Background: an optimization exercise with open tools, aiming at small area, a short achievable clock period and few clock cycles. Do not read the settings as production practice.
In this exercise RTL edits were held to simulation tests only and were not proved equivalent to the original.

Design edge_midpoint_subdivider, start of the top module:
module edge_midpoint_subdivider (
  input  wire logic                      clk_i,
  input  wire logic                      rst_ni,
  input  wire logic                      cfg_we_i,
  input  wire logic [DELTA_W-1:0]        cfg_wdata_i,
  input  wire logic                      edge_valid_i,
  output logic                           edge_ready_o,
  input  wire logic signed [COORD_W-1:0] edge_start_x_i,
  input  wire logic signed [COORD_W-1:0] edge_start_y_i,
  input  wire logic signed [COORD_W-1:0] edge_end_x_i,
  input  wire logic signed [COORD_W-1:0] edge_end_y_i,
  output logic                           point_valid_o,
  input  wire logic                      point_ready_i,
  output logic signed [POINT_W-1:0]      point_x_o,
  output logic signed [POINT_W-1:0]      point_y_o,
  output logic                           point_last_o,
  output logic                           point_capped_o
);
Size: about 480 flip-flops, roughly 150 I/O pins, roughly 28,000 µm² of cells after synthesis.
Settings: LEC_CHECK=0, CAP_MARGIN=20, CORE_MARGIN=2, CORE_UTILIZATION=40, PLACE_DENSITY=0.6, SLEW_MARGIN=20; clock period 9.0 ns.
standard.sh (not shown) runs the stock make flow with config.mk's settings and CLKGATE_MAP_FILE= SYNTH_SCRIPT=/design/flow/synth_recipe.tcl, a recipe that flattens the netlist after the stock synthesis.
==> flow/flow/run.sh <==
#!/bin/bash
# The standard layout, with repair_timing aiming for a larger setup margin.
set -euo pipefail
bash standard.sh SETUP_SLACK_MARGIN=6.0 finish > standard_make.log 2>&1
Testbench counts at the start, summed over its fixed seeds: cycles 16,976.
==> next run, changes <==
==> flow/run.sh (new file) <==
#!/bin/bash
# synth_recipe.tcl (not shown) runs the flow's synth.tcl, then flattens the netlist and writes it again
# the make line also repeats each setting of config.mk as NAME=value (left out here)
make -C /OpenROAD-flow-scripts/flow DESIGN_CONFIG=/design/flow/config.mk WORK_HOME=/design/flow/orfs CLKGATE_MAP_FILE= SYNTH_SCRIPT=/design/flow/synth_recipe.tcl finish
removed: flow/flow/run.sh
removed: flow/standard.sh
The new run produced a clean layout.
Wire length fell by 21%.
Clock-buffer cell count fell by 3.
Sequential share of layout area rose by 5.8 points.
Via count fell by 10%.
Non-clock buffer count fell by 278.
==> next run, changes <==
- SETUP_SLACK_MARGIN: default -> 5
What happened:
- worst setup slack is better by 1.1 ns
- critical path depth decreases by 7
- routed wire length increases by 3.5%

---

## job 662
Another version of the RTL of edge_midpoint_subdivider (not shown whole).
Size in the first run: ~150 I/O pins, about 0.027 mm2 of cells after synthesis.
clock: 9.0 ns
lec_check: 0
cap_margin: 20
core_margin: 2
core_utilization: 40
place_density: 0.6
setup_slack_margin: 5
slew_margin: 20
==> flow/flow/run.sh <==
#!/bin/bash
# The standard layout, with the ports buffered by buf_4 rather than the
# flow's default pick, and repair_timing aiming for a larger setup margin.
set -euo pipefail
bash standard.sh SETUP_SLACK_MARGIN=5.7 "BUFFER_PORTS_ARGS=-buffer_cell sky130_fd_sc_hd__buf_4" finish > standard_make.log 2>&1
Job 662 closes out successfully: all stages finished, all timing, DRC and antenna checks passed.
Testbench counts of job 662, summed over its fixed seeds: cycles 16,976.
### job 662 -> job 8703
# job 662
export LEC_CHECK = 0
export CAP_MARGIN = 20
export CORE_MARGIN = 2
export CORE_UTILIZATION = 40
export PLACE_DENSITY = 0.6
export SETUP_SLACK_MARGIN = 5
export SLEW_MARGIN = 20
create_clock -name core_clock -period 9.0 [get_ports {clk_i}]
# job 8703
export LEC_CHECK = 0
export ABC_AREA = 1
export CAP_MARGIN = 20
export CORE_MARGIN = 2
export CORE_UTILIZATION = 55
export CTS_BUF_LIST = sky130_fd_sc_hd__clkbuf_8
export PLACE_DENSITY = 0.75
export SETUP_SLACK_MARGIN = 5
export SLEW_MARGIN = 20
create_clock -name core_clock -period 9.0 [get_ports {clk_i}]
==> flow/flow/run.sh <==
#!/bin/bash
# The standard layout, with the ports buffered by buf_2 rather than the
# flow's default pick, and repair_timing aiming for a larger setup margin.
set -euo pipefail
bash standard.sh SETUP_SLACK_MARGIN=5.8 "BUFFER_PORTS_ARGS=-buffer_cell sky130_fd_sc_hd__buf_2" finish > standard_make.log 2>&1
Notes after the runs:
Data required time of the worst path, job 662 and job 8703: smaller value in job 8703
Job 8703 vs job 662 on signal arrival time at the worst endpoint: job 8703 is the lower one.
[compare] base=job 662 new=job 8703: global placer's final weighted congestion now larger; fmax increased 18 MHz.
Job 8703 vs job 662, most common cell after layout, fill and taps aside: nand2_1 vs edfxtp_1
For job 5521, these inputs were changed with respect to job 8703:
# job 8703
export LEC_CHECK = 0
export ABC_AREA = 1
export CAP_MARGIN = 20
export CORE_MARGIN = 2
export CORE_UTILIZATION = 55
export CTS_BUF_LIST = sky130_fd_sc_hd__clkbuf_8
export PLACE_DENSITY = 0.75
export SETUP_SLACK_MARGIN = 5
export SLEW_MARGIN = 20
create_clock -name core_clock -period 9.0 [get_ports {clk_i}]
# job 5521
export LEC_CHECK = 0
export ABC_AREA = 1
export CAP_MARGIN = 20
export CORE_MARGIN = 2
export CORE_UTILIZATION = 60
export CTS_BUF_LIST = sky130_fd_sc_hd__clkbuf_8
export PLACE_DENSITY = 0.8
export SETUP_SLACK_MARGIN = 5
export SLEW_MARGIN = 20
create_clock -name core_clock -period 9.0 [get_ports {clk_i}]
==> flow/flow/run.sh <==
#!/bin/bash
# The standard layout, with the ports buffered by buf_4 rather than the
# flow's default pick, and repair_timing aiming for a larger setup margin.
set -euo pipefail
bash standard.sh SETUP_SLACK_MARGIN=5.8 "BUFFER_PORTS_ARGS=-buffer_cell sky130_fd_sc_hd__buf_4" finish > standard_make.log 2>&1
--- outcome ---
Going from job 8703 to job 5521, last weighted congestion value of the routability-driven placer grew by a few percent. Going from job 8703 to job 5521, smallest setup slack after layout shrinks by 0.074 ns. In job 5521 relative to job 8703, met1 wire length had gone down by a few percent. Fmax | job 5521 vs job 8703 | job 5521 slower. Count of non-CTS buffers in the layout ends up higher on job 5521.
Setup changes, job 5521 to job 4005
# job 5521
export LEC_CHECK = 0
export ABC_AREA = 1
export CAP_MARGIN = 20
export CORE_MARGIN = 2
export CORE_UTILIZATION = 60
export CTS_BUF_LIST = sky130_fd_sc_hd__clkbuf_8
export PLACE_DENSITY = 0.8
export SETUP_SLACK_MARGIN = 5
export SLEW_MARGIN = 20
create_clock -name core_clock -period 9.0 [get_ports {clk_i}]
# job 4005
export LEC_CHECK = 0
export CAP_MARGIN = 20
export CORE_MARGIN = 2
export CORE_UTILIZATION = 40
export CTS_BUF_LIST = sky130_fd_sc_hd__clkbuf_4
export PLACE_DENSITY = 0.6
export SETUP_SLACK_MARGIN = 5
export SLEW_MARGIN = 20
create_clock -name core_clock -period 9.0 [get_ports {clk_i}]
==> flow/flow/run.sh <==
#!/bin/bash
# The standard layout, with the ports buffered by buf_4 rather than the
# flow's default pick, and repair_timing aiming for a larger setup margin.
set -euo pipefail
bash standard.sh SETUP_SLACK_MARGIN=5.7 "BUFFER_PORTS_ARGS=-buffer_cell sky130_fd_sc_hd__buf_4" finish > standard_make.log 2>&1
[summary]
Job 5521 has higher routed length on met3 than job 4005. Simple-gate portion of the synthesized area in job 4005 vs job 5521: down 4.7 points. Job 4005 did not stop at any stage, and its layout met the timing, DRC and antenna checks. Job 4005 improves on job 5521 in mapped cell area.
#### Input delta (job 4105 over job 4005)
# job 4005
export LEC_CHECK = 0
export CAP_MARGIN = 20
export CORE_MARGIN = 2
export CORE_UTILIZATION = 40
export CTS_BUF_LIST = sky130_fd_sc_hd__clkbuf_4
export PLACE_DENSITY = 0.6
export SETUP_SLACK_MARGIN = 5
export SLEW_MARGIN = 20
create_clock -name core_clock -period 9.0 [get_ports {clk_i}]
# job 4105
export LEC_CHECK = 0
export CAP_MARGIN = 20
export CORE_MARGIN = 2
export CORE_UTILIZATION = 55
export CTS_BUF_LIST = sky130_fd_sc_hd__clkbuf_8
export PLACE_DENSITY = 0.65
export SETUP_SLACK_MARGIN = 5
export SLEW_MARGIN = 20
create_clock -name core_clock -period 9.0 [get_ports {clk_i}]
[summary]
- In job 4105, global-route usage is higher than in job 4005.
- STATUS headroom to the max-slew limit: job 4105 loses against job 4005
- Global-route wire length before repair sits lower in job 4105 than in job 4005.
- The run with more routed wire is job 4005, not job 4105.
- [compare] base=job 4005 new=job 4105: setup slack saw an increase.
- Relative to job 4005, critical path depth in cells has gone up in job 4105.
- Job 4105 vs job 4005 — core utilization rose 16 points.
Setup changes, job 4105 to job 5839
# job 4105
export LEC_CHECK = 0
export CAP_MARGIN = 20
export CORE_MARGIN = 2
export CORE_UTILIZATION = 55
export CTS_BUF_LIST = sky130_fd_sc_hd__clkbuf_8
export PLACE_DENSITY = 0.65
export SETUP_SLACK_MARGIN = 5
export SLEW_MARGIN = 20
create_clock -name core_clock -period 9.0 [get_ports {clk_i}]
# job 5839
export LEC_CHECK = 0
export CAP_MARGIN = 20
export CORE_MARGIN = 2
export CORE_UTILIZATION = 40
export CTS_BUF_LIST = sky130_fd_sc_hd__clkbuf_8
export PLACE_DENSITY = 0.6
export SETUP_SLACK_MARGIN = 5
export SLEW_MARGIN = 20
create_clock -name core_clock -period 9.0 [get_ports {clk_i}]
==> flow/flow/run.sh <==
#!/bin/bash
# The standard layout, with the ports buffered by buf_4 rather than the
# flow's default pick, and repair_timing aiming for a larger setup margin.
set -euo pipefail
bash standard.sh SETUP_SLACK_MARGIN=5.9 "BUFFER_PORTS_ARGS=-buffer_cell sky130_fd_sc_hd__buf_4" finish > standard_make.log 2>&1
Findings:
Inverter count on job 5839 is up relative to job 4105. Critical path depth delta for job 5839 relative to job 4105: 1 higher. From job 4105 to job 5839 the numbers moved as follows: shortest period the worst path allows down 0.0087 ns; hold slack now sits higher; register clock-pin slew on the reported worst setup and hold paths about even; flip-flop and latch count held. Taking job 4105 over job 5839, the total die area ratio works out to 0.73. On number of nets in the layout: between job 5839 and job 4105, it ends up higher for job 5839. Of job 5839 and job 4105, it is job 5839 that has the higher non-clock buffer count. Higher final critical-path setup slack goes to job 5839 over job 4105. The overall die height of job 5839 is higher than that of job 4105.

-- separate check: timing with driven ports --
How much do the figures lean on ideal ports? The routed layouts below were timed once more, with nothing changed but the port constraints.
Step 1, drivers: a clkbuf_16 drives clk_i and a buf_2 each remaining input, both assumed.
Step 2 also shifts input and output timing later by t, the mid clock arrival at the registers, as if the neighbouring blocks saw the same clock.
a / b / c = ideal ports / drivers / drivers and shift; a / b = the first two.
run	shift t [ns]	setup WS [ns]	worst data-port slew with drivers (ns)
the first run of note 1	0.660	5.117 / 5.117 / 5.009	0.05
the second run of note 1	0.659	4.047 / 4.047 / 3.885	0.04
the third run of note 1	0.670	5.104 / 5.136 / 4.466	0.04
job 662	0.657	5.646 / 5.646 / 5.447	0.06
job 8703	0.744	5.837 / 5.781 / 5.502	0.04
job 5521	0.721	5.764 / 5.706 / 5.482	0.05
job 4005	0.967	5.585 / 5.530 / 5.405	0.06
job 4105	0.722	5.690 / 5.645 / 5.395	0.07
job 5839	0.742	5.699 / 5.699 / 5.408	0.07
After both steps setup and hold are still met in every run listed. For the third run of note 1, which loses most, drivers alone change the setup slack by +0.032 ns; drivers and shift together by -0.638 ns.
